What follows belongs to an exercise in optimizing a design on an open flow for small area, a short achievable clock period and few clock cycles per item; a production flow would make more cautious choices.
Only simulation tests tie the RTL to the original design; equivalence was not proved.

File: constraint.sdc
create_clock -name core_clock -period 6.5 [get_ports {clk}]
set_input_delay 1.3000 -clock core_clock [delete_from_list [all_inputs] [get_ports {clk}]]
set_output_delay 1.3000 -clock core_clock [all_outputs]
set_load 0.01 [all_outputs]
File: design.v
`default_nettype none
package mexp_pkg;
    localparam int WIDTH = 32;
    localparam int CNT_W = $clog2(WIDTH);
    localparam int SW    = WIDTH + 2;
    typedef logic [WIDTH-1:0] word_t;
    typedef logic [SW-1:0]    sword_t;
    typedef logic [CNT_W-1:0] cnt_t;
    typedef logic [1:0]       cfg_index_t;
    typedef logic [6:0]       est_t;
    localparam cfg_index_t REG_MODULUS  = 2'd0;
    localparam cfg_index_t REG_EXPONENT = 2'd1;
    localparam word_t MODULUS_RESET  = word_t'(3233) << 20;
    localparam cnt_t  MSHIFT_RESET   = cnt_t'(20);
    localparam word_t EXPONENT_RESET = word_t'(17);
    typedef enum logic [3:0] {
        ST_IDLE,
        ST_RSTEP,
        ST_RCV1,
        ST_RCV2,
        ST_PSTEP,
        ST_PCV1,
        ST_PCV2,
        ST_FIN,
        ST_SHIFT,
        ST_DONE
    } state_t;
endpackage
`default_nettype wire
`default_nettype none
module mexp_ctrl (
    input  wire logic            clk,
    input  wire logic            rst_n,
    input  wire logic            in_valid,
    output logic                 in_ready,
    output logic                 out_valid,
    input  wire logic            out_ready,
    input  wire logic            busy,
    input  wire logic            special,
    input  wire mexp_pkg::cnt_t  mshift,
    output logic                 load,
    output logic                 rstep,
    output logic                 conv1,
    output logic                 conv2,
    output logic                 pconv2,
    output logic                 conv1_d,
    output logic                 conv2_d,
    output logic                 pconv1_d,
    output logic                 pconv2_d,
    output logic                 shift,
    output mexp_pkg::cnt_t       bit_idx,
    output mexp_pkg::cnt_t       pass_idx
);
    mexp_pkg::state_t state_reg;
    mexp_pkg::cnt_t   j_reg;
    mexp_pkg::cnt_t   k_reg;
    logic             conv1_d_reg;
    logic             conv2_d_reg;
    logic             pconv1_d_reg;
    logic             pconv2_d_reg;
    logic             accept;
    logic             pconv1;
    logic             fin;
    logic             step_last;
    logic             pass_last;
    assign in_ready     = (state_reg == mexp_pkg::ST_IDLE) && !busy;
    assign out_valid    = (state_reg == mexp_pkg::ST_DONE);
    assign accept       = in_valid && in_ready;
    assign load         = (state_reg == mexp_pkg::ST_IDLE);
    assign rstep        = (state_reg == mexp_pkg::ST_RSTEP);
    assign pconv1       = (state_reg == mexp_pkg::ST_PCV1);
    assign pconv2       = (state_reg == mexp_pkg::ST_PCV2);
    assign conv1        = pconv1 || (state_reg == mexp_pkg::ST_RCV1);
    assign conv2        = pconv2 || (state_reg == mexp_pkg::ST_RCV2);
    assign fin          = (state_reg == mexp_pkg::ST_FIN);
    assign shift        = (state_reg == mexp_pkg::ST_SHIFT);
    assign conv1_d      = conv1_d_reg;
    assign conv2_d      = conv2_d_reg;
    assign pconv1_d     = pconv1_d_reg;
    assign pconv2_d     = pconv2_d_reg;
    assign bit_idx      = j_reg;
    assign pass_idx     = k_reg;
    assign step_last    = (j_reg == (rstep ? '1 : mshift));
    assign pass_last    = (k_reg == '1);
    always_ff @(posedge clk or negedge rst_n)
    begin
        if (!rst_n)
        begin
            state_reg    <= mexp_pkg::ST_IDLE;
        end
        else
        begin
            unique case (state_reg)
                mexp_pkg::ST_IDLE:
                begin
                    if (accept)
                    begin
                        state_reg <= special ? mexp_pkg::ST_DONE : mexp_pkg::ST_RSTEP;
                    end
                end
                mexp_pkg::ST_RSTEP:
                begin
                    if (step_last)
                    begin
                        state_reg <= mexp_pkg::ST_RCV1;
                    end
                end
                mexp_pkg::ST_RCV1:
                begin
                    state_reg <= mexp_pkg::ST_RCV2;
                end
                mexp_pkg::ST_RCV2:
                begin
                    state_reg <= mexp_pkg::ST_PSTEP;
                end
                mexp_pkg::ST_PSTEP:
                begin
                    if (step_last)
                    begin
                        state_reg <= mexp_pkg::ST_PCV1;
                    end
                end
                mexp_pkg::ST_PCV1:
                begin
                    state_reg <= mexp_pkg::ST_PCV2;
                end
                mexp_pkg::ST_PCV2:
                begin
                    state_reg <= pass_last ? mexp_pkg::ST_FIN : mexp_pkg::ST_PSTEP;
                end
                mexp_pkg::ST_FIN:
                begin
                    state_reg <= (mshift == '0) ? mexp_pkg::ST_DONE : mexp_pkg::ST_SHIFT;
                end
                mexp_pkg::ST_SHIFT:
                begin
                    if (j_reg == '0)
                    begin
                        state_reg <= mexp_pkg::ST_DONE;
                    end
                end
                mexp_pkg::ST_DONE:
                begin
                    if (out_ready)
                    begin
                        state_reg <= mexp_pkg::ST_IDLE;
                    end
                end
                default:
                begin
                    state_reg <= mexp_pkg::ST_IDLE;
                end
            endcase
        end
    end
    always_ff @(posedge clk)
    begin
        conv1_d_reg  <= conv1;
        conv2_d_reg  <= conv2;
        pconv1_d_reg <= pconv1;
        pconv2_d_reg <= pconv2;
        if (load)
        begin
            j_reg <= mshift;
        end
        else if (conv2)
        begin
            j_reg <= '1;
        end
        else if (fin)
        begin
            j_reg <= mshift - 1'b1;
        end
        else
        begin
            j_reg <= j_reg - 1'b1;
        end
        if (conv2 && !pconv2)
        begin
            k_reg <= '0;
        end
        else if (pconv2_d_reg)
        begin
            k_reg <= k_reg + 1'b1;
        end
    end
endmodule
`default_nettype wire
`default_nettype none
module mexp_csstep (
    input  wire mexp_pkg::sword_t     sa,
    input  wire mexp_pkg::sword_t     sb,
    input  wire mexp_pkg::est_t       rt,
    input  wire logic                 a,
    input  wire logic                 an,
    input  wire mexp_pkg::word_t      b,
    input  wire mexp_pkg::word_t      n,
    input  wire logic [5:0]           nq,
    input  wire logic [2:0]           ge,
    output mexp_pkg::sword_t          sa_next,
    output mexp_pkg::sword_t          sb_next,
    output mexp_pkg::est_t            rt_next,
    output logic [2:0]                ge_next
);
    logic [34:0]        p;
    logic [34:0]        r;
    logic [34:0]        t;
    logic [34:0]        x;
    logic [34:0]        y;
    logic [34:0]        v;
    logic [34:0]        s2;
    logic [34:0]        c2;
    logic               cin;
    mexp_pkg::est_t     t3a;
    mexp_pkg::est_t     t3b;
    mexp_pkg::est_t     t4;
    mexp_pkg::est_t     es;
    mexp_pkg::est_t     ec;
    mexp_pkg::est_t     ds;
    mexp_pkg::est_t     dc;
    mexp_pkg::est_t     d0;
    assign p = {sa, 1'b0};
    assign r = {sb, 1'b0};
    assign t = {3'b000, b & {32{a}}};
    assign x = p ^ r ^ t;
    assign y = {((p[33:0] & r[33:0]) | (p[33:0] & t[33:0]) | (r[33:0] & t[33:0])), 1'b0};
    always_comb
    begin
        if (ge[2])
        begin
            v   = ~{2'b00, n, 1'b0};
            cin = 1'b1;
            t4  = ~{1'b0, nq[5:0]};
        end
        else if (ge[1])
        begin
            v   = ~{3'b000, n};
            cin = 1'b1;
            t4  = ~{2'b00, nq[5:1]};
        end
        else if (ge[0])
        begin
            v   = '0;
            cin = 1'b0;
            t4  = 7'd0;
        end
        else
        begin
            v   = {3'b000, n};
            cin = 1'b0;
            t4  = {2'b00, nq[5:1]};
        end
    end
    assign s2 = x ^ y ^ v;
    assign c2 = (x & y) | (x & v) | (y & v);
    assign sa_next = s2[mexp_pkg::SW-1:0];
    assign sb_next = {c2[mexp_pkg::SW-2:0], cin};
    assign rt_next = sa_next[32:26] + sb_next[32:26] + 7'd6;
    assign t3a = a  ? {2'b00, b[31:27]} : 7'd0;
    assign t3b = an ? {3'b000, b[31:28]} : 7'd0;
    assign es  = rt ^ t3a ^ t3b;
    assign ec  = {((rt[5:0] & t3a[5:0]) | (rt[5:0] & t3b[5:0]) | (t3a[5:0] & t3b[5:0])), 1'b0};
    assign ds  = es ^ ec ^ t4;
    assign dc  = {((es[5:0] & ec[5:0]) | (es[5:0] & t4[5:0]) | (ec[5:0] & t4[5:0])), 1'b0};
    assign d0  = ds + dc;
    assign ge_next[0] = !d0[6];
    assign ge_next[1] = !sum3_sign(ds, dc, ~{3'b000, nq[5:2]});
    assign ge_next[2] = !sum3_sign(ds, dc, ~{2'b00, nq[5:2], 1'b0});
    function automatic logic sum3_sign(input mexp_pkg::est_t u, input mexp_pkg::est_t v3,
                                       input mexp_pkg::est_t w);
        mexp_pkg::est_t hs;
        mexp_pkg::est_t hc;
        mexp_pkg::est_t d;
        hs = u ^ v3 ^ w;
        hc = {((u[5:0] & v3[5:0]) | (u[5:0] & w[5:0]) | (v3[5:0] & w[5:0])), 1'b1};
        d  = hs + hc;
        sum3_sign = d[6];
    endfunction
endmodule
module mexp_csfix (
    input  wire mexp_pkg::sword_t c,
    input  wire mexp_pkg::word_t  n,
    output mexp_pkg::word_t       res
);
    mexp_pkg::sword_t c1;
    assign c1  = c + {2'b00, n};
    assign res = c[mexp_pkg::SW-1] ? c1[mexp_pkg::WIDTH-1:0] : c[mexp_pkg::WIDTH-1:0];
endmodule
`default_nettype wire
`default_nettype none
module modular_exponentiation (
    input  wire logic                  clk,
    input  wire logic                  rst_n,
    input  wire logic                  in_valid,
    output logic                       in_ready,
    input  wire mexp_pkg::word_t       message,
    output logic                       out_valid,
    input  wire logic                  out_ready,
    output mexp_pkg::word_t            power_result,
    input  wire logic                  cfg_valid,
    output logic                       cfg_ready,
    input  wire mexp_pkg::cfg_index_t  cfg_index,
    input  wire mexp_pkg::word_t       cfg_data
);
    mexp_pkg::word_t      modulus_reg;
    mexp_pkg::cnt_t       mshift_reg;
    mexp_pkg::word_t      exponent_reg;
    mexp_pkg::word_t      base_reg;
    mexp_pkg::word_t      acc_reg;
    logic                 acc_one_reg;
    mexp_pkg::sword_t     sqa_reg;
    mexp_pkg::sword_t     sqb_reg;
    mexp_pkg::est_t       sqr_reg;
    logic [2:0]           sqq_reg;
    mexp_pkg::sword_t     mla_reg;
    mexp_pkg::sword_t     mlb_reg;
    mexp_pkg::est_t       mlr_reg;
    logic [2:0]           mlq_reg;
    logic                 sq_bit_reg;
    logic                 sq_nbit_reg;
    logic                 ml_bit_reg;
    logic                 ml_nbit_reg;
    mexp_pkg::sword_t     cv_reg;
    mexp_pkg::sword_t     cva;
    mexp_pkg::sword_t     cvb;
    logic                 busy;
    logic                 hold;
    logic [5:0]           nq_reg;
    logic                 nq_ok_reg;
    logic                 special;
    logic                 load;
    logic                 rstep;
    logic                 conv1;
    logic                 conv2;
    logic                 pconv2;
    logic                 conv1_d;
    logic                 conv2_d;
    logic                 pconv1_d;
    logic                 pconv2_d;
    logic                 shift;
    mexp_pkg::cnt_t       bit_idx;
    mexp_pkg::cnt_t       pass_idx;
    mexp_pkg::cnt_t       next_idx;
    mexp_pkg::cnt_t       next2_idx;
    logic                 exp_bit;
    logic                 exp_bit_reg;
    logic                 copy;
    logic                 take;
    mexp_pkg::sword_t     sqa_next;
    mexp_pkg::sword_t     sqb_next;
    mexp_pkg::est_t       sqr_next;
    logic [2:0]           sqq_next;
    mexp_pkg::sword_t     mla_next;
    mexp_pkg::sword_t     mlb_next;
    mexp_pkg::est_t       mlr_next;
    logic [2:0]           mlq_next;
    mexp_pkg::word_t      cv_res;
    mexp_pkg::word_t      acc_new;
    assign cfg_ready = 1'b1;
    always_ff @(posedge clk or negedge rst_n)
    begin
        if (!rst_n)
        begin
            modulus_reg  <= mexp_pkg::MODULUS_RESET;
            mshift_reg   <= mexp_pkg::MSHIFT_RESET;
            exponent_reg <= mexp_pkg::EXPONENT_RESET;
        end
        else
        begin
            if (cfg_valid && (cfg_index == mexp_pkg::REG_MODULUS))
            begin
                modulus_reg <= cfg_data;
                mshift_reg  <= '0;
            end
            else if (busy)
            begin
                modulus_reg <= {modulus_reg[mexp_pkg::WIDTH-2:0], 1'b0};
                mshift_reg  <= mshift_reg + 1'b1;
            end
            if (cfg_valid && (cfg_index == mexp_pkg::REG_EXPONENT))
            begin
                exponent_reg <= cfg_data;
            end
        end
    end
    assign busy    = !modulus_reg[mexp_pkg::WIDTH-1] && (modulus_reg != '0);
    always_ff @(posedge clk or negedge rst_n)
    begin
        if (!rst_n)
        begin
            nq_ok_reg <= 1'b0;
        end
        else
        begin
            nq_ok_reg <= !busy && !(cfg_valid && (cfg_index == mexp_pkg::REG_MODULUS));
        end
    end
    always_ff @(posedge clk)
    begin
        nq_reg <= modulus_reg[31:26];
    end
    assign hold    = !nq_ok_reg;
    assign special = (modulus_reg == '0) || (exponent_reg == '0);
    mexp_ctrl u_ctrl (
        .clk          (clk),
        .rst_n        (rst_n),
        .in_valid     (in_valid),
        .in_ready     (in_ready),
        .out_valid    (out_valid),
        .out_ready    (out_ready),
        .busy         (hold),
        .special      (special),
        .mshift       (mshift_reg),
        .load         (load),
        .rstep        (rstep),
        .conv1        (conv1),
        .conv2        (conv2),
        .pconv2       (pconv2),
        .conv1_d      (conv1_d),
        .conv2_d      (conv2_d),
        .pconv1_d     (pconv1_d),
        .pconv2_d     (pconv2_d),
        .shift        (shift),
        .bit_idx      (bit_idx),
        .pass_idx     (pass_idx)
    );
    assign exp_bit   = exp_bit_reg;
    assign next_idx  = bit_idx - 1'b1;
    assign next2_idx = bit_idx - 2'd2;
    mexp_csstep u_sq (
        .sa      (sqa_reg),
        .sb      (sqb_reg),
        .rt      (sqr_reg),
        .a       (sq_bit_reg),
        .an      (sq_nbit_reg),
        .b       (base_reg),
        .n       (modulus_reg),
        .nq      (nq_reg),
        .ge      (sqq_reg),
        .sa_next (sqa_next),
        .sb_next (sqb_next),
        .rt_next (sqr_next),
        .ge_next (sqq_next)
    );
    mexp_csstep u_ml (
        .sa      (mla_reg),
        .sb      (mlb_reg),
        .rt      (mlr_reg),
        .a       (ml_bit_reg),
        .an      (ml_nbit_reg),
        .b       (base_reg),
        .n       (modulus_reg),
        .nq      (nq_reg),
        .ge      (mlq_reg),
        .sa_next (mla_next),
        .sb_next (mlb_next),
        .rt_next (mlr_next),
        .ge_next (mlq_next)
    );
    assign cva = pconv1_d ? mla_reg : sqa_reg;
    assign cvb = pconv1_d ? mlb_reg : sqb_reg;
    mexp_csfix u_fix (
        .c   (cv_reg),
        .n   (modulus_reg),
        .res (cv_res)
    );
    assign copy    = pconv2 && exp_bit && acc_one_reg;
    assign take    = pconv2_d && exp_bit && !acc_one_reg;
    assign acc_new = take ? cv_res : acc_reg;
    always_ff @(posedge clk)
    begin
        exp_bit_reg <= exponent_reg[pass_idx];
        cv_reg <= cva + cvb;
        if (load)
        begin
            sqa_reg <= mexp_pkg::sword_t'(message[mexp_pkg::WIDTH-1:2]);
            sqb_reg <= '0;
            sqr_reg <= {3'b000, message[mexp_pkg::WIDTH-1:28]} + 7'd6;
            sqq_reg <= 3'b001;
        end
        else if (conv1 || conv2)
        begin
            sqa_reg <= '0;
            sqb_reg <= '0;
            sqr_reg <= 7'd6;
            sqq_reg <= 3'b001;
        end
        else
        begin
            sqa_reg <= sqa_next;
            sqb_reg <= sqb_next;
            sqr_reg <= sqr_next;
            sqq_reg <= sqq_next;
        end
        if (conv1_d || conv2_d)
        begin
            mla_reg <= '0;
            mlb_reg <= '0;
            mlr_reg <= 7'd6;
            mlq_reg <= 3'b001;
        end
        else
        begin
            mla_reg <= mla_next;
            mlb_reg <= mlb_next;
            mlr_reg <= mlr_next;
            mlq_reg <= mlq_next;
        end
        if (load)
        begin
            base_reg <= mexp_pkg::word_t'(1);
        end
        else if (conv2)
        begin
            base_reg <= cv_res;
        end
        if (load)
        begin
            acc_reg <= mexp_pkg::word_t'(modulus_reg != '0);
        end
        else if (copy)
        begin
            acc_reg <= base_reg;
        end
        else if (take)
        begin
            acc_reg <= cv_res;
        end
        else if (shift)
        begin
            acc_reg <= {1'b0, acc_reg[mexp_pkg::WIDTH-1:1]};
        end
        if (load)
        begin
            acc_one_reg <= 1'b1;
        end
        else if (pconv2_d && exp_bit)
        begin
            acc_one_reg <= 1'b0;
        end
        if (load)
        begin
            sq_bit_reg  <= message[1];
            sq_nbit_reg <= message[0];
        end
        else if (conv2)
        begin
            sq_bit_reg  <= cv_res[mexp_pkg::WIDTH-1];
            sq_nbit_reg <= cv_res[mexp_pkg::WIDTH-2];
        end
        else if (rstep)
        begin
            sq_bit_reg  <= sq_nbit_reg;
            sq_nbit_reg <= 1'b0;
        end
        else
        begin
            sq_bit_reg  <= sq_nbit_reg;
            sq_nbit_reg <= base_reg[next2_idx];
        end
        if (conv2_d)
        begin
            ml_bit_reg  <= acc_new[mexp_pkg::WIDTH-1];
            ml_nbit_reg <= acc_new[mexp_pkg::WIDTH-2];
        end
        else
        begin
            ml_bit_reg  <= ml_nbit_reg;
            ml_nbit_reg <= acc_reg[next_idx];
        end
    end
    assign power_result = acc_reg;
endmodule
`default_nettype wire
File: run.sh
#!/bin/bash
# synth_recipe.tcl (not shown) runs the flow's synth.tcl, then flattens the netlist and writes it again
# the make line also repeats each setting of config.mk as NAME=value (left out here)
make -C /OpenROAD-flow-scripts/flow DESIGN_CONFIG=/design/flow/config.mk WORK_HOME=/design/flow/orfs CLKGATE_MAP_FILE= SYNTH_SCRIPT=/design/flow/synth_recipe.tcl finish
File: config.mk
export PLATFORM = sky130hd
export DESIGN_NAME = modular_exponentiation
export DESIGN_NICKNAME = modular_exponentiation
export VERILOG_FILES = /design/flow/design.v
export SDC_FILE = /design/flow/constraint.sdc
export NUM_CORES = 4
export LEC_CHECK = 0
export CAP_MARGIN = 20
export CORE_MARGIN = 2
export CORE_UTILIZATION = 50
export SETUP_SLACK_MARGIN = 2.7
export SLEW_MARGIN = 20
==> results.txt, run 1 <==
htree depth 2; final instance area 27,400 sq um; Worst-Margin Slew 0.956 ns; Post-DP Area 25,800 sq um; CTS Hold Bufs 0; DR pass1 iterations 7; final core utilization 57.1%; Synth top cells by count dfxtp_1, a21oi_1, nor2_1, nand2_1; synth top area cells dfxtp_1, fa_1, ha_1, dfrtp_1, a21oi_1; Total Wirelength 73.7 mm; largest net degree at the start of global routing 75; die width 225 microns; Setup violations, final 0; commonest register cell after synthesis dfxtp_1; Final Slew Violations 0; FF+latch area 7790 sq um; clock slew at reported path FFs 0.06 ns; Worst setup EP type flip-flop; area leader, netlist dfxtp_1; die height 225 microns; Post-synth ARST share 21.0%; Worst Clk Skew 0.0302 ns; EDFF count, synth 32; reg2reg path depth 14; Longest Clk Path Bufs 3; Placer Congestion 0.923; Placement Setup Slack 2.35 ns; initial antenna violation count 3; Max Clk Rate 275 MHz; min Tclk post-route 3.64 ns; Mapped Nets 2,928; dpl hpwl 55.3 mm; setup TNS 0 ns; via-per-instance ratio 5.98; GRT Resource Usage Total 29.1%; Avg Inst Size Synth 9.53 sq um; unrepaired setup endpoints after global routing yes; cell mode on critical path fa_1; remaining antenna violation count 0; Synth cell types 85; 1st-iter DRT viols 1,621; reg2reg end sqq_reg[2]; Boundary Pins 106; row count 80; CP bufs+invs 2; Slowest-stage cell, CP fa_1; Rel. slew slack 36.1%; CTS Sinks 353; CTS Buf Count 42; crit path kind flip-flop to flip-flop; Core Region 47,900 sq um; Crit path required time 6.91 ns; Synth Register Bits 353; most frequent cell after synthesis dfxtp_1; initial core utilization 50.9%; Hold Path Class flip-flop to flip-flop; vias in the first global route 18.7k; R2R Setup Slk 2.86 ns; status finished clean; PnR worst setup slack 2.86 ns; Filler cells 4,291; Worst Hold Depth 2; Mapped Area 24,400 sq um; Layout Cells excl Fill 3,220; Max-Cap Viols 0; Post-Synthesis Cells 2,562; synth warn 3; crit path cell chain buf_12 -> nand2_1 -> fa_1 -> fa_1 -> inv_1 -> fa_1 -> ha_1 -> nor2b_1 -> o21a_1 -> o21ai_1 -> nand2b_1 -> a21oi_2 -> xnor2_1 -> nor2_1; WP data arrival 4.05 ns; Congestion Overflow GR 0; placed cells 3,133; Worst Hold Slack 0.508 ns; startpoint types flip-flop; PortBufs 104; CP top delay family adder cells; footprint of the multi-input gates 15,500 sq um; WHS Endpoint acc_one_reg; Final Hold Fails 0; area grow syn2layout 12.1%; reg2reg start sq_bit_reg; TritonCTS clock tree built; Hold Path Origin acc_one_reg; Synth top area share 20.3%; DIE AREA 50,600 sq um; drc violations 0; CP max stage delay 0.54 ns; Layout Nets 2,936; detailed-route via count 19.3k; layout cells sized above 1 10.6%; WL/cell 22.9 microns; crit path max fanout 16; Crit path depth 14; Final period util 55.9%; first-pass GRT wire length 112 mm; Clk Latency, worst-skew pair 0.58 ns; CTS Root Buffer Type clkbuf_16; Seq/Total Area, Yosys 31.8%
[logic make-up after synthesis]
family,after synthesis,share of synthesized area [%]
XOR/XNOR,105,3.77
AO/OA/AOI/OAI,621,16.1
AND/OR/NAND/NOR,673,13.7
multiplexers,185,9.60
adder cells (fa/ha/maj),296,19.9
flip-flops,353,31.8
buffers and inverters,328,5.12
other,1,0.0154
[timing repair]
item	CTS	global route
cloned	0	3
gates resized for setup	9	35
setup buffers	0	5
pin swaps	0	1
endpoints found under the setup margin	18	14
[cell type report]
| cell class | count | share of cell area, % |
|---|---|---|
| multi-input cells | 1881 | 56.5 |
| repair buffers | 137 | 5.22 |
| flip-flops and latches | 353 | 28.5 |
| clock inverters | 9 | 0.219 |
| diodes | 3 | 0.0274 |
| well taps | 615 | 2.81 |
| inverters | 155 | 2.14 |
| clock buffers | 67 | 4.62 |
[worst max path at each step]
stage | to | from
after floorplan | cv_reg[33] | u_ctrl.pconv1_d_reg
after global placement | cv_reg[33] | u_ctrl.pconv1_d_reg
after detailed placement | cv_reg[33] | u_ctrl.pconv1_d_reg
after CTS | cv_reg[33] | u_ctrl.pconv1_d_reg
after global routing | mlq_reg[1] | mlq_reg[2]
final | sqq_reg[2] | sq_bit_reg
[tightest hold or removal path: stages (launching register included)]
cell	delay, ns
dfxtp_1	0.34
nand2_1	0.08
nand2_1	0.05
[cell usage in the layout, fill, tap and decap left out, types with 19 or more instances in the layout]
master | netlist | final
nand2_1 | 155 | 154
a211oi_1 | 81 | 81
nand2b_1 | 20 | 20
nor2b_1 | 45 | 45
a22o_1 | 29 | 29
nor3_1 | 26 | 26
mux2i_1 | 62 | 62
dfrtp_1 | 65 | 65
a21o_1 | 45 | 45
nand3_1 | 22 | 22
mux4_2 | 30 | 30
xor2_1 | 38 | 38
fa_1 | 154 | 154
nor4_1 | 20 | 19
and2_1 | 145 | 144
nor2_1 | 184 | 179
clkbuf_16 | 0 | 46
buf_4 | 1 | 20
dfxtp_1 | 247 | 237
a21oi_1 | 219 | 215
o21ai_0 | 115 | 112
xnor2_1 | 67 | 67
ha_1 | 141 | 141
edfxtp_1 | 32 | 32
inv_1 | 154 | 154
clkdlybuf4s50_1 | 0 | 103
mux2_2 | 93 | 93
[routing by layer]
metal | track usage (%) | vias to the layer above | share of wire (%)
met5 | 0 | - | 0
met4 | 7.97 | 0 | 2.7
met3 | 5.14 | 109 | 8.8
met2 | 42.4 | 753 | 42
met1 | 44.2 | 9443 | 47
li1 | - | 8949 | -
Testbench counts, summed over its fixed seeds: cycles 210,240, items 192.
==> inputs of run 2 (changes only) <==
--- a/design.v
+++ b/design.v
@@ -280,3 +280,3 @@
 module mexp_csfix (
-    input  wire mexp_pkg::sword_t c,
+    input  wire logic [32:0]      c,
     input  wire mexp_pkg::word_t  n,
@@ -284,5 +284,5 @@
 );
-    mexp_pkg::sword_t c1;
-    assign c1  = c + {2'b00, n};
-    assign res = c[mexp_pkg::SW-1] ? c1[mexp_pkg::WIDTH-1:0] : c[mexp_pkg::WIDTH-1:0];
+    logic [32:0] c1;
+    assign c1  = c + {1'b0, n};
+    assign res = c[32] ? c1[mexp_pkg::WIDTH-1:0] : c[mexp_pkg::WIDTH-1:0];
 endmodule
@@ -322,5 +322,5 @@
     logic                 ml_nbit_reg;
-    mexp_pkg::sword_t     cv_reg;
-    mexp_pkg::sword_t     cva;
-    mexp_pkg::sword_t     cvb;
+    logic [32:0]          cv_reg;
+    logic [32:0]          cva;
+    logic [32:0]          cvb;
     logic                 busy;
@@ -459,4 +459,4 @@
     );
-    assign cva = pconv1_d ? mla_reg : sqa_reg;
-    assign cvb = pconv1_d ? mlb_reg : sqb_reg;
+    assign cva = sqa_reg[32:0] | (mla_reg[32:0] & {33{pconv1_d}});
+    assign cvb = sqb_reg[32:0] | (mlb_reg[32:0] & {33{pconv1_d}});
     mexp_csfix u_fix (
--- a/config.mk
+++ b/config.mk
@@ -9,4 +9,4 @@
 export CORE_MARGIN = 2
-export CORE_UTILIZATION = 50
-export SETUP_SLACK_MARGIN = 2.7
+export CORE_UTILIZATION = 60
+export SETUP_SLACK_MARGIN = 2.85
 export SLEW_MARGIN = 20
==> run 2 against run 1 <==
  * Still clean
  * Synthesized cell count fell by 1.6%
  * Final cell count fell by 3.9%
  * Fmax rose by 3.0%
  * Non-clock buffer count rose by 14
  * Critical path type unchanged
  * Critical endpoint is now mlq_reg[1]
==> results.txt, run 2 <==
DIE AREA 41,600 sq um (-18%); EDFF count, synth 32 (unchanged); unrepaired setup endpoints after global routing yes; min Tclk post-route 3.53 ns (-0.106 ns); dpl hpwl 53.6 mm (-3.1%); Clk Latency, worst-skew pair 0.57 ns (about the same); Worst setup EP type flip-flop; Rel. slew slack 41.8% (+5.8 points); Boundary Pins 106 (unchanged); Worst Hold Depth 2 (unchanged); PortBufs 104 (unchanged); startpoint types flip-flop; Placer Congestion 0.955 (+3.5%); htree depth 2 (unchanged); most common cell after layout, fill and taps aside dfxtp_1; grt met2 use 53.1% (+11 points); first-pass GRT wire length 112 mm (+0.48%); Final period util 54.3% (-1.6 points); Worst Hold Slack 0.509 ns (+0.000768 ns); vias in the first global route 18.8k (+0.61%); global route hottest layer met1; area grow syn2layout 12.9%; Worst-Margin Slew 0.872 ns (-0.0837 ns); Worst Clk Skew 0.0194 ns (-0.0108 ns); setup TNS 0 ns (unchanged); area leader, netlist dfxtp_1; crit path kind flip-flop to flip-flop; Layout Nets 2,902 (-1.2%); Core Region 39,600 sq um (-17%); Hold Path Class flip-flop to flip-flop; crit path max fanout 18 (+2); Congestion Overflow GR 0 (unchanged); Mapped Area 24,000 sq um (-1.7%); Final Hold Fails 0 (unchanged); die width 204 microns (-9.3%); Avg Inst Size Synth 9.52 sq um (about the same); Max-Cap Viols 0 (unchanged); synth top area cells dfxtp_1, fa_1, ha_1, dfrtp_1, a21oi_1; initial antenna violation count 4 (+1); DR pass1 iterations 6 (-1); WP data arrival 3.97 ns (-0.08 ns); GR Util met1 53.7% (+9.6 points); most frequent cells in the layout dfxtp_1, a21oi_1, nand2_1, nor2_1, fa_1; CTS Sinks 349 (-1.1%); Synth top cells by count dfxtp_1, a21oi_1, nor2_1, nand2_1, fa_1; Crit path required time 6.94 ns (+0.03 ns); Total Wirelength 73.7 mm (about the same); die height 204 microns (-9.3%); row count 73 (-8.8%); layout cells sized above 1 9.89% (-0.76 points); 1st-iter DRT viols 1,974 (+22%); Longest Clk Path Bufs 3 (unchanged); largest net degree at the start of global routing 75 (unchanged); CTS Buf Count 40 (-4.8%); drc violations 0 (unchanged); remaining antenna violation count 0 (unchanged); reg2reg path depth 18 (+4); Post-synth ARST share 21.2% (+0.24 points); GRT Resource Usage Total 35.5% (+6.4 points); final instance area 27,100 sq um (-1.0%); most frequent cell after synthesis dfxtp_1; status finished clean; WL/cell 23.8 microns (+4.0%); Synth cell types 87 (+2.4%); met3 global-route usage 5.42% (+0.28 points); Synth top area share 20.3% (about the same); Mapped Nets 2,882 (-1.6%); Synth Register Bits 349 (-1.1%); TritonCTS clock tree built; Max Clk Rate 283 MHz (+3.0%); Post-Synthesis Cells 2,521 (-1.6%); CTS Root Buffer Type clkbuf_16; clock slew at reported path FFs 0.06 ns (about the same); detailed-route via count 19.5k (+1.3%); Setup violations, final 0 (unchanged); via-per-instance ratio 6.30 (+5.3%); Seq/Total Area, Yosys 32.0% (+0.21 points); synth warn 3 (unchanged); initial core utilization 60.6% (+9.6 points); commonest register cell after synthesis dfxtp_1; Post-DP Area 25,300 sq um (-2.1%); Final Slew Violations 0 (unchanged)
## run 2: changes by cell type in the layout (fill, tap and decap cells not counted), sizes merged, moves of 8 or more
| cell | delta |
|---|---|
| a21o | +60 |
| mux2 | -53 |
| o21ai | -10 |
| inv | -27 |
| clkbuf | -8 |
| a31oi | -8 |
| buf | +11 |
| nor2b | +29 |
| nor2 | -25 |
## run 2: timing repair
action | in CTS | in global routing
gates resized for setup | 31 | 41
pin swaps | 0 | 5
buffers inserted | 5 | 9
gates cloned | 3 | 4
endpoints found under the setup margin | 11 | 15
hold buffers | 0 | 0
## run 2: final timing paths
check / from / endpoint / slack, ns
worst min register to register: acc_one_reg / acc_one_reg / 0.51
worst max register to register: mlq_reg[1] / mlq_reg[1] / 2.97
max in group asynchronous: rst_n / modulus_reg[0] / 4.83
worst min-delay path: acc_one_reg / acc_one_reg / 0.51
min in group asynchronous: rst_n / nq_ok_reg / 0.54
worst max-delay path: mlq_reg[1] / mlq_reg[1] / 2.97
## run 2: through the flow
stage	worst slack (ns)	util (%)	std cells
floorplan	2.99	-	2521
global placement	2.69	63.7	3003
detailed placement	2.64	63.7	3003
CTS	2.83	67.6	3081
global route	2.78	68.3	3094
finish	2.97	68.4	3096
## run 2: logic make-up (layout without fill, tap and decap cells)
kind of cell	Yosys count	after routing	share of synthesized area, %
AOI/OAI and AO/OA	655	655	17.7
xor gates and xnor gates	106	106	3.87
adders and majority gates	290	290	19.9
buffers and inverters	304	352	4.86
DFF	349	349	32.0
muxes	133	133	7.33
other	1	3	0.0156
and+or+nand+nor	683	683	14.4
## run 2: layout make-up
type	instances	area [sq um]
antenna	2	5.00
clock buffer	59	1190
clock inverter	11	129
fill	3112	12500
inverter	131	492
multi-input combinational	1868	15300
sequential	349	7730
tap	525	657
timing repair buffer	151	1630
## run 2: metal layers
metal	up-vias	wire length [microns]
met3	132	7010
met5	-	13
met1	9622	33000
li1	8824	-
met2	922	31800
met4	2	1940
## run 2: worst max-delay path, cell delays in order (launching register included)
cell and delay, ns:
dfxtp_4 0.40, buf_12 0.15, nor2_4 0.05, buf_12 0.16, a211oi_2 0.22, a21oi_1 0.09, fa_1 0.52, inv_1 0.08
fa_1 0.49, inv_1 0.05, ha_1 0.26, a21o_1 0.15, a21oi_1 0.13, nor2b_1 0.06, o21ai_1 0.12, nand2b_1 0.11
a21oi_2 0.16, xnor2_1 0.15, nor2_1 0.06
Testbench counts of run 2, summed over its fixed seeds: cycles 210,240, items 192.
==> inputs of run 3 (changes only) <==
--- a/design.v
+++ b/design.v
@@ -284,5 +284,3 @@
 );
-    logic [32:0] c1;
-    assign c1  = c + {1'b0, n};
-    assign res = c[32] ? c1[mexp_pkg::WIDTH-1:0] : c[mexp_pkg::WIDTH-1:0];
+    assign res = c[mexp_pkg::WIDTH-1:0] + (n & {mexp_pkg::WIDTH{c[32]}});
 endmodule
--- a/config.mk
+++ b/config.mk
@@ -7,2 +7,3 @@
 export LEC_CHECK = 0
+export ABC_AREA = 1
 export CAP_MARGIN = 20
==> run 3 against run 2 <==
  * Still clean
  * Critical endpoint is now in_ready
  * Area after synthesis is 3.7% higher
  * Critical path depth is 11 lower
  * Worst hold slack worse by 0.045 ns
  * Largest cell class unchanged
  * Non-clock buffer count is 22 lower
==> results.txt, run 3 <==
Synth top cells by count nand2_1, inv_1, o21ai_0, nor2_1, dfxtp_1; startpoint types flip-flop; 1st-iter DRT viols 2,391 (+21%); die width 208 microns (+1.8%); Congestion Overflow GR 0 (unchanged); GRT Resource Usage Total 38.0% (+2.5 points); PortBufs 104 (unchanged); mux share of post-synthesis cell area 0.0452% (-7.3 points); min Tclk post-route 3.55 ns (+0.0204 ns); remaining antenna violation count 0 (unchanged); synth top area cells dfxtp_1, fa_1, nand2_1, inv_1, ha_1; status finished clean; Mapped Nets 3,698 (+28%); DR pass1 iterations 7 (+1); Synth top area share 19.5% (-0.72 points); Worst Clk Skew 0.0151 ns (-0.00431 ns); Crit path required time 5.20 ns (-1.74 ns); first-pass GRT wire length 127 mm (+13%); Post-Synthesis Cells 3,337 (+32%); crit path max fanout 44 (+26); TritonCTS clock tree built; setup TNS 0 ns (unchanged); Clk Latency, worst-skew pair 0.56 ns (about the same); reg2reg end ml_nbit_reg; R2R Setup Slk 2.96 ns (about the same); Synth Register Bits 349 (unchanged); EDFF count, synth 32 (unchanged); CTS Root Buffer Type clkbuf_16; reg2reg start u_ctrl.j_reg[0]; Layout Nets 3,743 (+29%); Worst setup EP type output port; crit path kind flip-flop to output port; WL/cell 20.9 microns (-12%); Worst Hold Slack 0.464 ns (-0.0448 ns); Hold Path Origin modulus_reg[31]; post-synthesis simple-gate area fraction 18.4% (+4.0 points); Synth Area in Compound Gates 17.8% (+0.17 points); htree depth 2 (unchanged); WP data arrival 2.25 ns (-1.72 ns); vias in the first global route 22.7k (+20%); Final Hold Fails 0 (unchanged); Longest Clk Path Bufs 3 (unchanged); Critical Path Source u_ctrl.state_reg[0]; area leader, netlist dfxtp_1; drc violations 0 (unchanged); Max Clk Rate 282 MHz (-0.57%); unrepaired setup endpoints after global routing yes; layout cells sized above 1 4.43% (-5.5 points); largest net degree at the start of global routing 75 (unchanged); detailed-route via count 23.1k (+19%); die height 208 microns (+1.8%); dpl hpwl 63.7 mm (+19%); Worst-Margin Slew 1.08 ns (+0.205 ns); Boundary Pins 106 (unchanged); Filler cells 3,537 (+14%); CTS Buf Count 39 (-2.5%); row count 74 (+1.4%); WHS Endpoint nq_reg[5]; Seq/Total Area, Yosys 30.9% (-1.1 points); Placement Setup Slack 2.33 ns (-0.309 ns); commonest register cell after synthesis dfxtp_1; Core Region 40,900 sq um (+3.2%); Mapped Area 24,900 sq um (+3.7%); Hold Path Class flip-flop to flip-flop; Synth cell types 56 (-36%); Synth Area in Adders 19.2% (-0.71 points); Avg Inst Size Synth 7.46 sq um (-22%); DIE AREA 43,100 sq um (+3.6%); clock slew at reported path FFs 0.06 ns (about the same); Placer Congestion 0.976 (+2.2%); initial antenna violation count 4 (unchanged); most frequent cells in the layout nand2_1, inv_1, o21ai_0; via-per-instance ratio 5.87 (-6.9%); area grow syn2layout 11.6%; post-synthesis xor/xnor area fraction 2.64% (-1.2 points); Rel. slew slack 27.9% (-14 points); synth warn 3 (unchanged); Max-Cap Viols 0 (unchanged); PnR worst setup slack 2.95 ns (-0.0204 ns); Worst Hold Depth 0 (-2); largest family of logic cells by synthesized area adder cells; most common cell after layout, fill and taps aside nand2_1; Post-synth ARST share 21.2% (unchanged); Final Slew Violations 0 (unchanged); most frequent cell after synthesis nand2_1; Total Wirelength 82.3 mm (+12%); reg2reg path depth 11 (-7); Setup violations, final 0 (unchanged); Final period util 54.6% (+0.31 points); initial core utilization 60.8% (+0.28 points); CTS Sinks 349 (unchanged)
## run 3: cell types whose count changed in the layout (fill, tap and decap cells not counted), moves of 77 or more
cell and change:
and2_1 -139, nand2_1 +515, a211oi_1 -77, nor2_1 +122
inv_1 +441, o21ai_0 +246, nand3_1 +79
## run 3: logic make-up after synthesis
kind of cell    Yosys count
other cells               1
simple gates           1131
buf+inv                 718
compound gates          772
fa+ha+maj               290
flops                   349
xor+xnor                 75
mux                       1
## run 3: worst max-delay path by stage
stage / end / slack [ns] / cells after the start
floorplan: sqr_reg[5] / 3.27 / 16
global placement: mshift_reg[3] / 2.43 / 9
detailed placement: mshift_reg[3] / 2.33 / 9
CTS: mshift_reg[3] / 2.87 / 9
global route: sqr_reg[6] / 2.81 / 17
finish: in_ready / 2.95 / 7
## run 3: final cells by class
type                            instances  area [sq um]  share of cell area, %
Tap cell                              532           666                   2.40
Sequential cell                       349          7700                   27.7
Clock buffer                           47          1030                   3.69
Antenna cell                            1          2.50                0.00901
Inverter                              593          2250                   8.09
Multi-Input combinational cell       2270         14500                   52.2
Clock inverter                         24           319                   1.15
Timing Repair Buffer                  129          1310                   4.72
## run 3: what timing repair did
action,4_1_cts,5_1_grt
cloned,2,0
hold buffers,0,0
pin swaps,1,2
resized for setup,13,20
endpoints found under the setup margin,10,9
buffers inserted,2,4
## run 3: routing by layer
metal  vias up  routed length (microns)  track usage (%)
met5         -                       33                0
met2      1184                    37000             60.9
met4         4                     4690             19.5
met3       257                     8450             8.15
met1     10900                    32100             48.7
li1      10800                        -                -
## run 3: through the flow
stage | utilization (%) | std cells | instance area, sq um
5_1_grt | 67.9 | 3944 | 27800
3_5_place_dp | 64.1 | 3864 | 26200
2_1_floorplan | - | 3337 | 24900
4_1_cts | 67.6 | 3939 | 27700
3_3_place_gp | 64.1 | 3864 | 26200
6_report | 67.9 | 3945 | 27800
## run 3: critical path, cell delays in order (launching register included)
cell,delay [ns]
dfrtp_2,0.47
nor2_1,0.15
inv_1,0.11
nor2_4,0.15
buf_12,0.20
inv_8,0.12
nor2_1,0.14
dlygate4sd2_1,0.29
Testbench counts of run 3, summed over its fixed seeds: cycles 210,240, items 192.
==> inputs of run 4 (changes only) <==
--- a/config.mk
+++ b/config.mk
@@ -7,3 +7,2 @@
 export LEC_CHECK = 0
-export ABC_AREA = 1
 export CAP_MARGIN = 20
==> run 4 against run 3 <==
  * Critical path type is now flip-flop to flip-flop
  * Count of clock-buffer cells in the layout rose by 8
  * Utilization rose by 0.62 points
  * Critical path depth rose by 4
  * Global-route usage fell by 3.6 points
==> results.txt, run 4 <==
WL/cell 22.8 microns (+9.4%); Clk Latency, worst-skew pair 0.58 ns (+0.02 ns); crit path cell chain mux2_2 -> o21ai_0 -> fa_1 -> ha_1 -> inv_1 -> ha_1 -> fa_1 -> a21o_1 -> a21oi_1 -> xor2_1 -> nor2_1; Worst-Margin Slew 1.11 ns (+0.0325 ns); Longest Clk Path Bufs 3 (unchanged); Max Clk Rate 281 MHz (-0.11%); post-synthesis xor/xnor area fraction 4.31% (+1.7 points); Worst Hold Slack 0.502 ns (+0.0383 ns); largest family of logic cells by synthesized area adder cells; EDFF count, synth 32 (unchanged); crit path kind flip-flop to flip-flop; Boundary Pins 106 (unchanged); setup TNS 0 ns (unchanged); post-synthesis simple-gate area fraction 14.7% (-3.7 points); mux share of post-synthesis cell area 6.61% (+6.6 points); row count 72 (-2.7%); initial core utilization 61.2% (+0.31 points); area leader, netlist dfxtp_1; via-per-instance ratio 6.20 (+5.8%); Total Wirelength 69.3 mm (-16%); WP data arrival 4.01 ns (+1.76 ns); htree depth 2 (unchanged); Core Region 38,800 sq um (-5.1%); Crit path required time 6.96 ns (+1.76 ns); TritonCTS clock tree built; clock slew at reported path FFs 0.06 ns (about the same); detailed-route via count 18.8k (-19%); Filler cells 3,107 (-12%); Mapped Nets 2,837 (-23%); die width 203 microns (-2.3%); CP max stage delay 0.76 ns (+0.29 ns); area grow syn2layout 12.0%; Synth Area in Compound Gates 17.1% (-0.70 points); PnR worst setup slack 2.95 ns (-0.00397 ns); Final Hold Fails 0 (unchanged); layout cells sized above 1 9.54% (+5.1 points); Synth Area in Adders 20.1% (+0.93 points); placed cells 2,956 (-23%); Final Slew Violations 0 (unchanged); crit path max fanout 10 (-77%); DR pass1 iterations 5 (-2); initial antenna violation count 6 (+2); most frequent cells in the layout dfxtp_1, a21oi_1, and2_1; CTS Hold Bufs 0 (unchanged); Layout Cells excl Fill 3,036 (-23%); startpoint types flip-flop; CTS Sinks 349 (unchanged); Hold Path Class flip-flop to flip-flop; PortBufs 104 (unchanged); synth warn 3 (unchanged); Slowest-stage cell, CP dfstp_2; synth top area cells dfxtp_1, fa_1, ha_1, dfrtp_1, and2_1; min Tclk post-route 3.55 ns (+0.00397 ns); Max-Cap Viols 0 (unchanged); remaining antenna violation count 0 (unchanged); GRT Resource Usage Total 34.4% (-3.6 points); Avg Inst Size Synth 9.59 sq um (+29%); Synth Register Bits 349 (unchanged); DIE AREA 41,200 sq um (-4.5%); Setup violations, final 0 (unchanged); first-pass GRT wire length 108 mm (-15%); Placement Setup Slack 2.67 ns (+0.340 ns); Congestion Overflow GR 0 (unchanged); die height 203 microns (-2.3%); Worst Clk Skew 0.0204 ns (+0.00533 ns); Synth top cells by count dfxtp_1, a21oi_1, and2_1, nand2_1, fa_1; Post-Synthesis Cells 2,476 (-26%); Final period util 54.7% (+0.061 points); dpl hpwl 51.7 mm (-19%); CTS Root Buffer Type clkbuf_16; most common cell after layout, fill and taps aside dfxtp_1; Synth top area share 20.5% (+0.95 points); Rel. slew slack 26.0% (-1.9 points); most frequent cell after synthesis dfxtp_1; Layout Nets 2,845 (-24%); commonest register cell after synthesis dfxtp_1; CTS Buf Count 41 (+5.1%); drc violations 0 (unchanged); 1st-iter DRT viols 1,608 (-33%); Placer Congestion 0.941 (-3.6%); Mapped Area 23,700 sq um (-4.6%); Worst setup EP type flip-flop; status finished clean; unrepaired setup endpoints after global routing yes; largest net degree at the start of global routing 75 (unchanged); vias in the first global route 18.6k (-18%); Synth cell types 80 (+43%); Post-synth ARST share 21.2% (unchanged); Seq/Total Area, Yosys 32.4% (+1.5 points)
## run 4: cells by family (layout without fill, tap and decap cells)
group	after synthesis	count (layout)
AOI/OAI and AO/OA	628	628
xor gates and xnor gates	116	116
buffers and inverters	294	335
and+or+nand+nor	684	684
other	1	2
DFF	349	349
adders and majority gates	290	290
muxes	114	114
## run 4: through the flow
step | area (sq um) | util [%]
after detailed placement | 25000 | 64.4
after CTS | 26400 | 68.0
final | 26600 | 68.5
after global placement | 25000 | 64.4
after global routing | 26600 | 68.5
after floorplan | 23700 | -
## run 4: layout make-up
cell class | instances | area (sq um) | area share (%)
diodes | 1 | 2.50 | 0.00941
clock buffers | 55 | 1150 | 4.32
clock inverters | 21 | 244 | 0.917
inverters | 128 | 480 | 1.81
multi-input cells | 1833 | 15000 | 56.5
flip-flops and latches | 349 | 7720 | 29.0
well taps | 518 | 648 | 2.44
repair buffers | 131 | 1330 | 4.99
## run 4: critical path: cells and delay by family, from the launching register on
family | cells | cell delay (ns)
compound gates | 3 | 0.62
xor+xnor | 1 | 0.18
fa+ha+maj | 4 | 1.41
buf+inv | 1 | 0.04
flops | 1 | 0.76
mux | 1 | 0.38
simple gates | 1 | 0.05
## run 4: path summary, 6_finish.rpt
path / startpoint / slack (ns) / cells past startpoint / to
max: modulus_reg[27] / 2.95 / 11 / mlr_reg[5]
max reg2reg: modulus_reg[27] / 2.95 / 11 / mlr_reg[5]
min: acc_one_reg / 0.50 / 2 / acc_one_reg
min reg2reg: acc_one_reg / 0.50 / 2 / acc_one_reg
max in group asynchronous: rst_n / 5.14 / 2 / modulus_reg[20]
min in group asynchronous: rst_n / 0.70 / 1 / exponent_reg[22]
## run 4: what timing repair did
item | 4_1_cts | 5_1_grt
pin swaps | 0 | 1
setup endpoints to repair | 8 | 15
gates cloned | 0 | 1
gates resized for setup | 6 | 42
buffers inserted | 0 | 1
## run 4: metal layers
metal  routed length [microns]  global-route usage (%)  vias to the layer above  share of wire [%]
met5                         0                       0                        -                  0
met4                      2080                    11.9                        0                3.0
met3                      6940                    7.64                      128                 10
met2                     29300                    49.8                      833                 42
met1                     30900                    51.0                     9257                 45
li1                          -                       -                     8617                  -
==> inputs of run 5 (changes only) <==
--- a/config.mk
+++ b/config.mk
@@ -10,3 +10,3 @@
 export CORE_UTILIZATION = 60
-export SETUP_SLACK_MARGIN = 2.85
+export SETUP_SLACK_MARGIN = 3.3
 export SLEW_MARGIN = 20
==> run 5 against run 4 <==
  * Final cell count up 3.0%
  * Sequential cell count unchanged
  * Worst hold slack worse by 0.021 ns
  * Non-clock buffer count up 90
  * First-iteration DRC count up 22%
  * Die area unchanged
  * Area after synthesis unchanged
  * Sequential share of layout area down 1.2 points
  * Critical endpoint is now sqq_reg[2]
==> results.txt, run 5 <==
status finished clean; FF+latch area 7770 sq um (+0.66%); most common cell after layout, fill and taps aside dfxtp_1; clock slew at reported path FFs 0.06 ns (about the same); initial antenna violation count 1 (-5); min Tclk post-route 3.38 ns (-0.175 ns); CTS Root Buffer Type clkbuf_16; CTS Buf Count 41 (unchanged); WP data arrival 3.82 ns (-0.19 ns); via-per-instance ratio 6.23 (+0.49%); unrepaired setup endpoints after global routing yes; die width 203 microns (unchanged); PortBufs 104 (unchanged); TritonCTS clock tree built; most frequent cell after synthesis dfxtp_1; Synth Register Bits 349 (unchanged); Mapped Nets 2,837 (unchanged); Boundary Pins 106 (unchanged); Post-Synthesis Cells 2,476 (unchanged); setup TNS 0 ns (unchanged); Placer Congestion 0.924 (-1.8%); area leader, netlist dfxtp_1; reg2reg end sqq_reg[2]; detailed-route via count 19.5k (+3.5%); DIE AREA 41,200 sq um (unchanged); EDFF count, synth 32 (unchanged); DR pass1 iterations 6 (+1); Layout Cells excl Fill 3,128 (+3.0%); drc violations 0 (unchanged); Max-Cap Viols 0 (unchanged); Rel. slew slack 28.6% (+2.5 points); Layout Nets 2,936 (+3.2%); DR top layer met4; largest net degree at the start of global routing 77 (+2.7%); R2R Setup Slk 3.12 ns (+0.18 ns); commonest register cell after synthesis dfxtp_1; initial core utilization 61.2% (unchanged); Synth top area share 20.5% (unchanged); Congestion Overflow GR 0 (unchanged); most frequent cells in the layout dfxtp_1, and2_1, a21oi_1, nand2_1, fa_1; Clk Latency, worst-skew pair 0.56 ns (-0.02 ns); die height 203 microns (unchanged); startpoint types flip-flop; reg2reg start sq_bit_reg; Critical Path Source sq_bit_reg; GRT Resource Usage Total 35.7% (+1.3 points); placed cells 2,949 (-0.24%); Final period util 52.0% (-2.7 points); Post-synth ARST share 21.2% (unchanged); Crit path required time 6.94 ns (-0.02 ns); crit path max fanout 4 (-6); Worst-Margin Slew 1.07 ns (-0.0382 ns); row count 72 (unchanged); first-pass GRT wire length 112 mm (+3.4%); Worst Clk Skew 0.0167 ns (-0.00369 ns); Longest Clk Path Bufs 3 (unchanged); Hold Path Class flip-flop to flip-flop; Setup violations, final 0 (unchanged); Core Region 38,800 sq um (unchanged); Synth top cells by count dfxtp_1, a21oi_1, and2_1, nand2_1, fa_1; synth top area cells dfxtp_1, fa_1, ha_1, dfrtp_1, and2_1; WL/cell 23.5 microns (+2.9%); dpl hpwl 50.1 mm (-3.2%); Mapped Area 23,700 sq um (unchanged); Final Slew Violations 0 (unchanged); CP endpoint sqq_reg[2]; 1st-iter DRT viols 1,966 (+22%); Synth cell types 80 (unchanged); vias in the first global route 18.7k (+0.79%); WL met2 32.1 mm (+9.2%); Final Hold Fails 0 (unchanged); Max Clk Rate 296 MHz (+5.2%); footprint of the multi-input gates 15,600 sq um (+3.5%); final core utilization 72.0% (+3.5 points); layout cells sized above 1 16.7% (+7.2 points); Worst Hold Depth 2 (unchanged); Seq/Total Area, Yosys 32.4% (unchanged); htree depth 2 (unchanged); reg2reg path depth 15 (+4); crit path kind flip-flop to flip-flop; synth warn 3 (unchanged); DR WL met3 7.77 mm (+12%); area grow syn2layout 17.8%; remaining antenna violation count 0 (unchanged); Filler cells 2,916 (-6.1%); Total Wirelength 73.5 mm (+6.0%); wl on met1 31.2 mm (+0.75%); CTS Sinks 349 (unchanged); Worst setup EP type flip-flop; Avg Inst Size Synth 9.59 sq um (unchanged)
==> run 5: cell types whose count changed in the layout (fill, tap and decap cells not counted), sizes merged, moves of 4 or more <==
cell	previous run	this run
buf	26	114
clkbuf	57	63
clkinv	13	7
bufbuf	0	4
diode	1	5
==> run 5: area by class of cell <==
cell class / instances / area share, %
Multi-Input combinational cell: 1834 / 55.6
Sequential cell: 349 / 27.8
Timing Repair Buffer: 221 / 7.74
Clock buffer: 62 / 4.20
Tap cell: 518 / 2.32
Inverter: 128 / 1.72
Clock inverter: 11 / 0.564
Antenna cell: 5 / 0.0447
==> run 5: how the worst min path moves through the flow <==
stage | start | to | slack, ns
CTS | acc_one_reg | acc_one_reg | 0.48
finish | acc_one_reg | acc_one_reg | 0.48
global route | acc_one_reg | acc_one_reg | 0.53
floorplan | modulus_reg[28] | nq_reg[2] | 0.34
global placement | acc_one_reg | acc_one_reg | 0.47
detailed placement | acc_one_reg | acc_one_reg | 0.47
==> run 5: worst max-delay path, cell delays in order, from the launching register on <==
cell	delay [ns]
dfxtp_4	0.38
buf_6	0.12
and2_4	0.15
inv_2	0.04
fa_1	0.45
fa_1	0.51
inv_2	0.06
fa_1	0.43
ha_1	0.27
nor2b_1	0.13
o21a_1	0.16
o21ai_1	0.12
nand2b_1	0.08
a21oi_2	0.16
xnor2_1	0.14
nor2_1	0.05
==> run 5: routing by layer <==
metal  track usage [%]  vias to the layer above
met4              12.1                        0
met5                 0                        -
met1              52.3                     9612
met3              6.95                      163
met2              53.1                      932
li1                  -                     8793
==> run 5: per-stage QoR <==
step / hold WS (ns) / instance area (sq um) / worst slack (ns)
after floorplan: 0.342 / 23900 / 3.08
after global routing: 0.528 / 28000 / 3.01
after global placement: 0.466 / 25000 / 2.52
after CTS: 0.480 / 27300 / 3.10
after detailed placement: 0.470 / 25000 / 2.41
final: 0.482 / 28000 / 3.12
==> run 5: cell families after synthesis <==
kind of cell	synth area share (%)
AO/OA/AOI/OAI	17.1
XOR/XNOR	4.31
adder cells (fa/ha/maj)	20.1
buffers and inverters	4.76
flip-flops	32.4
multiplexers	6.61
other	0.0158
AND/OR/NAND/NOR	14.7
==> run 5: what timing repair did <==
action                     in CTS  in global routing
hold buffers                    0                  0
setup endpoints to repair     133                 43
buffers inserted               63                 32
pin swaps                      36                 45
gates resized for setup       102                 89
gates cloned                    6                  0
==> inputs of run 6 (changes only) <==
--- a/config.mk
+++ b/config.mk
@@ -10,3 +10,3 @@
 export CORE_UTILIZATION = 60
-export SETUP_SLACK_MARGIN = 3.3
+export SETUP_SLACK_MARGIN = 3.1
 export SLEW_MARGIN = 20
==> run 6 against run 5 <==
  * Die area stayed put
  * Final cell count is 1.4% lower
  * Fmax is 1.0% lower
  * Routed wire length is 3.2% lower
  * Register-to-register slack worse by 0.03 ns
  * Sequential cell count stayed put
  * Count of clock-buffer cells in the layout is 7 lower
  * Critical endpoint is now mlq_reg[2]
==> results.txt, run 6 <==
status finished clean; Placer Congestion 0.961 (+4.0%); largest net degree at the start of global routing 77 (unchanged); initial antenna violation count 5 (+4); Worst setup EP type flip-flop; vias in the first global route 18.0k (-4.1%); layout cells sized above 1 12.4% (-4.3 points); TritonCTS clock tree built; EDFF count, synth 32 (unchanged); WL/cell 23.1 microns (-1.8%); crit path kind flip-flop to flip-flop; Mapped Area 23,700 sq um (unchanged); Synth cell types 80 (unchanged); Boundary Pins 106 (unchanged); detailed-route via count 19.0k (-2.3%); clock slew at reported path FFs 0.07 ns (about the same); Post-synth ARST share 21.2% (unchanged); startpoint types flip-flop; Longest Clk Path Bufs 3 (unchanged); Setup violations, final 0 (unchanged); most common cell after layout, fill and taps aside dfxtp_1; CP max stage delay 0.56 ns (+0.05 ns); Mapped Nets 2,837 (unchanged); GRT Resource Usage Total 34.1% (-1.6 points); unrepaired setup endpoints after global routing yes; post-synthesis xor/xnor area fraction 4.31% (unchanged); die width 203 microns (unchanged); Worst Clk Skew 0.0230 ns (+0.00629 ns); Synth top cells by count dfxtp_1, a21oi_1, and2_1, nand2_1, fa_1; Crit path required time 6.93 ns (about the same); crit path max fanout 6 (+2); drc violations 0 (unchanged); crit path cell chain buf_12 -> nor2_4 -> buf_6 -> mux2i_1 -> nor2_1 -> a21oi_2 -> fa_1 -> inv_2 -> fa_1 -> ha_1 -> nor2b_1 -> o21a_1 -> o21ai_1 -> nand2b_1 -> a21oi_2 -> xnor2_1 -> nor2_1; die height 203 microns (unchanged); PortBufs 104 (unchanged); most frequent cell after synthesis dfxtp_1; Post-Synthesis Cells 2,476 (unchanged); Final Hold Fails 0 (unchanged); Slowest-stage cell, CP fa_1; first-pass GRT wire length 107 mm (-4.6%); final instance area 27,200 sq um (-2.9%); mux share of post-synthesis cell area 6.61% (unchanged); Seq/Total Area, Yosys 32.4% (unchanged); setup TNS 0 ns (unchanged); initial core utilization 61.2% (unchanged); dpl hpwl 50.8 mm (+1.6%); Filler cells 3,055 (+4.8%); Max-Cap Viols 0 (unchanged); CTS Sinks 349 (unchanged); post-synthesis simple-gate area fraction 14.7% (unchanged); Post-DP Area 25,000 sq um (about the same); most frequent cells in the layout dfxtp_1, and2_1, a21oi_1; Core Region 38,800 sq um (unchanged); DIE AREA 41,200 sq um (unchanged); Clk Latency, worst-skew pair 0.57 ns (about the same); synth warn 3 (unchanged); Hold Path Class flip-flop to flip-flop; Final Slew Violations 0 (unchanged); Synth Area in Compound Gates 17.1% (unchanged); remaining antenna violation count 0 (unchanged); Avg Inst Size Synth 9.59 sq um (unchanged); 1st-iter DRT viols 1,582 (-20%); Layout Nets 2,888 (-1.6%); Synth Register Bits 349 (unchanged); Synth top area share 20.5% (unchanged); Congestion Overflow GR 0 (unchanged); min Tclk post-route 3.41 ns (+0.0341 ns); row count 72 (unchanged); DR pass1 iterations 7 (+1); Total Wirelength 71.1 mm (-3.2%); via-per-instance ratio 6.18 (-0.89%); WP data arrival 3.84 ns (+0.02 ns); Synth Area in Adders 20.1% (unchanged); area grow syn2layout 14.4%; Worst Hold Slack 0.493 ns (+0.0113 ns); synth top area cells dfxtp_1, fa_1, ha_1, dfrtp_1, and2_1; htree depth 2 (unchanged); commonest register cell after synthesis dfxtp_1; CTS Root Buffer Type clkbuf_16; CTS Buf Count 40 (-2.4%); largest family of logic cells by synthesized area adder cells; area leader, netlist dfxtp_1; Rel. slew slack 28.7% (+0.16 points); Max Clk Rate 293 MHz (-1.0%); Final period util 52.5% (+0.52 points); Worst-Margin Slew 1.07 ns (-0.00241 ns)
run 6: logic make-up after synthesis:
kind of cell	after synthesis
AND/OR/NAND/NOR	684
other	1
multiplexers	114
buffers and inverters	294
adder cells (fa/ha/maj)	290
AO/OA/AOI/OAI	628
flip-flops	349
XOR/XNOR	116
run 6: final cells by class:
class	instances	area [sq um]	share of cell area, %
Clock inverter	17	93.8	0.346
Timing Repair Buffer	175	1880	6.93
Tap cell	518	648	2.39
Antenna cell	8	20.0	0.0737
Multi-Input combinational cell	1833	15100	55.7
Inverter	128	480	1.77
Sequential cell	349	7750	28.5
Clock buffer	55	1170	4.31
run 6: critical path, delay by kind of cell, from the launching register on:
kind / cells / cell delay [ns]
mux: 1 / 0.05
simple gates: 5 / 0.64
buf+inv: 3 / 0.32
flops: 1 / 0.35
fa+ha+maj: 3 / 1.30
xor+xnor: 1 / 0.12
compound gates: 4 / 0.48
run 6: metrics by stage:
step | std cells | util, % | setup WS (ns)
after global placement | 2956 | 64.4 | 2.74
after global routing | 3076 | 69.9 | 2.93
after floorplan | 2476 | - | 3.01
after detailed placement | 2956 | 64.4 | 2.69
after CTS | 3045 | 68.7 | 3.07
final | 3083 | 69.9 | 3.09
run 6: repair_timing:
item / 4_1_cts / 5_1_grt
pin swaps: 7 / 35
gates cloned: 4 / 3
setup buffers: 13 / 26
hold buffers: 0 / 0
resized for setup: 66 / 44
setup endpoints to repair: 36 / 30
run 6: routing by layer:
| layer | track usage, % | routed length, microns | vias up |
|---|---|---|---|
| met5 | 0 | 0 | - |
| met4 | 10.9 | 2200 | 0 |
| met3 | 9.23 | 7380 | 115 |
| met2 | 50.5 | 30700 | 875 |
| met1 | 48.7 | 30800 | 9344 |
| li1 | - | - | 8714 |
run 6: final timing paths:
| path | slack, ns | depth (start not counted) | endpoint | startpoint |
|---|---|---|---|---|
| setup / recovery | 3.09 | 17 | mlq_reg[2] | mlq_reg[1] |
| setup reg to reg | 3.09 | 17 | mlq_reg[2] | mlq_reg[1] |
| min in group asynchronous | 0.91 | 1 | exponent_reg[20] | rst_n |
| max in group asynchronous | 4.84 | 1 | u_ctrl.state_reg[3] | rst_n |
| hold / removal | 0.49 | 2 | acc_one_reg | acc_one_reg |
| hold reg to reg | 0.49 | 2 | acc_one_reg | acc_one_reg |

[afterwards: timing with drivers on the ports]
The flow's constraints put no driver on any port. The routed layouts listed below were extracted and timed again, unchanged, in two steps. Step 1 sets driving cells, clkbuf_16 on the clock port and buf_2 on the other inputs (assumed; they add their load-dependent delay and slew). Step 2 adds t to the input delays and takes it off the output delays; t is the mean of the earliest and latest rising clock arrival at the registers after step 1. Input paths then give back, and output paths get back, about the clock's delay inside the block. Slacks: ideal ports / drivers / drivers and shift; pairs: ideal ports / drivers.
run | t, ns | slack for setup (ns) | worst data-port slew with drivers (ns)
run 1 | 0.625 | 2.864 / 2.864 / 2.864 | 0.05
run 2 | 0.621 | 2.970 / 2.960 / 2.970 | 0.06
run 3 | 0.615 | 2.950 / 2.891 / 2.622 | 0.04
run 4 | 0.623 | 2.946 / 2.946 / 2.946 | 0.05
run 5 | 0.613 | 3.121 / 3.121 / 3.121 | 0.05
run 6 | 0.617 | 3.087 / 3.087 / 3.087 | 0.05
After both steps every run listed still meets setup and hold. The setup slack of run 3, which loses most, moves by -0.059 ns with the drivers and by -0.328 ns with both steps.
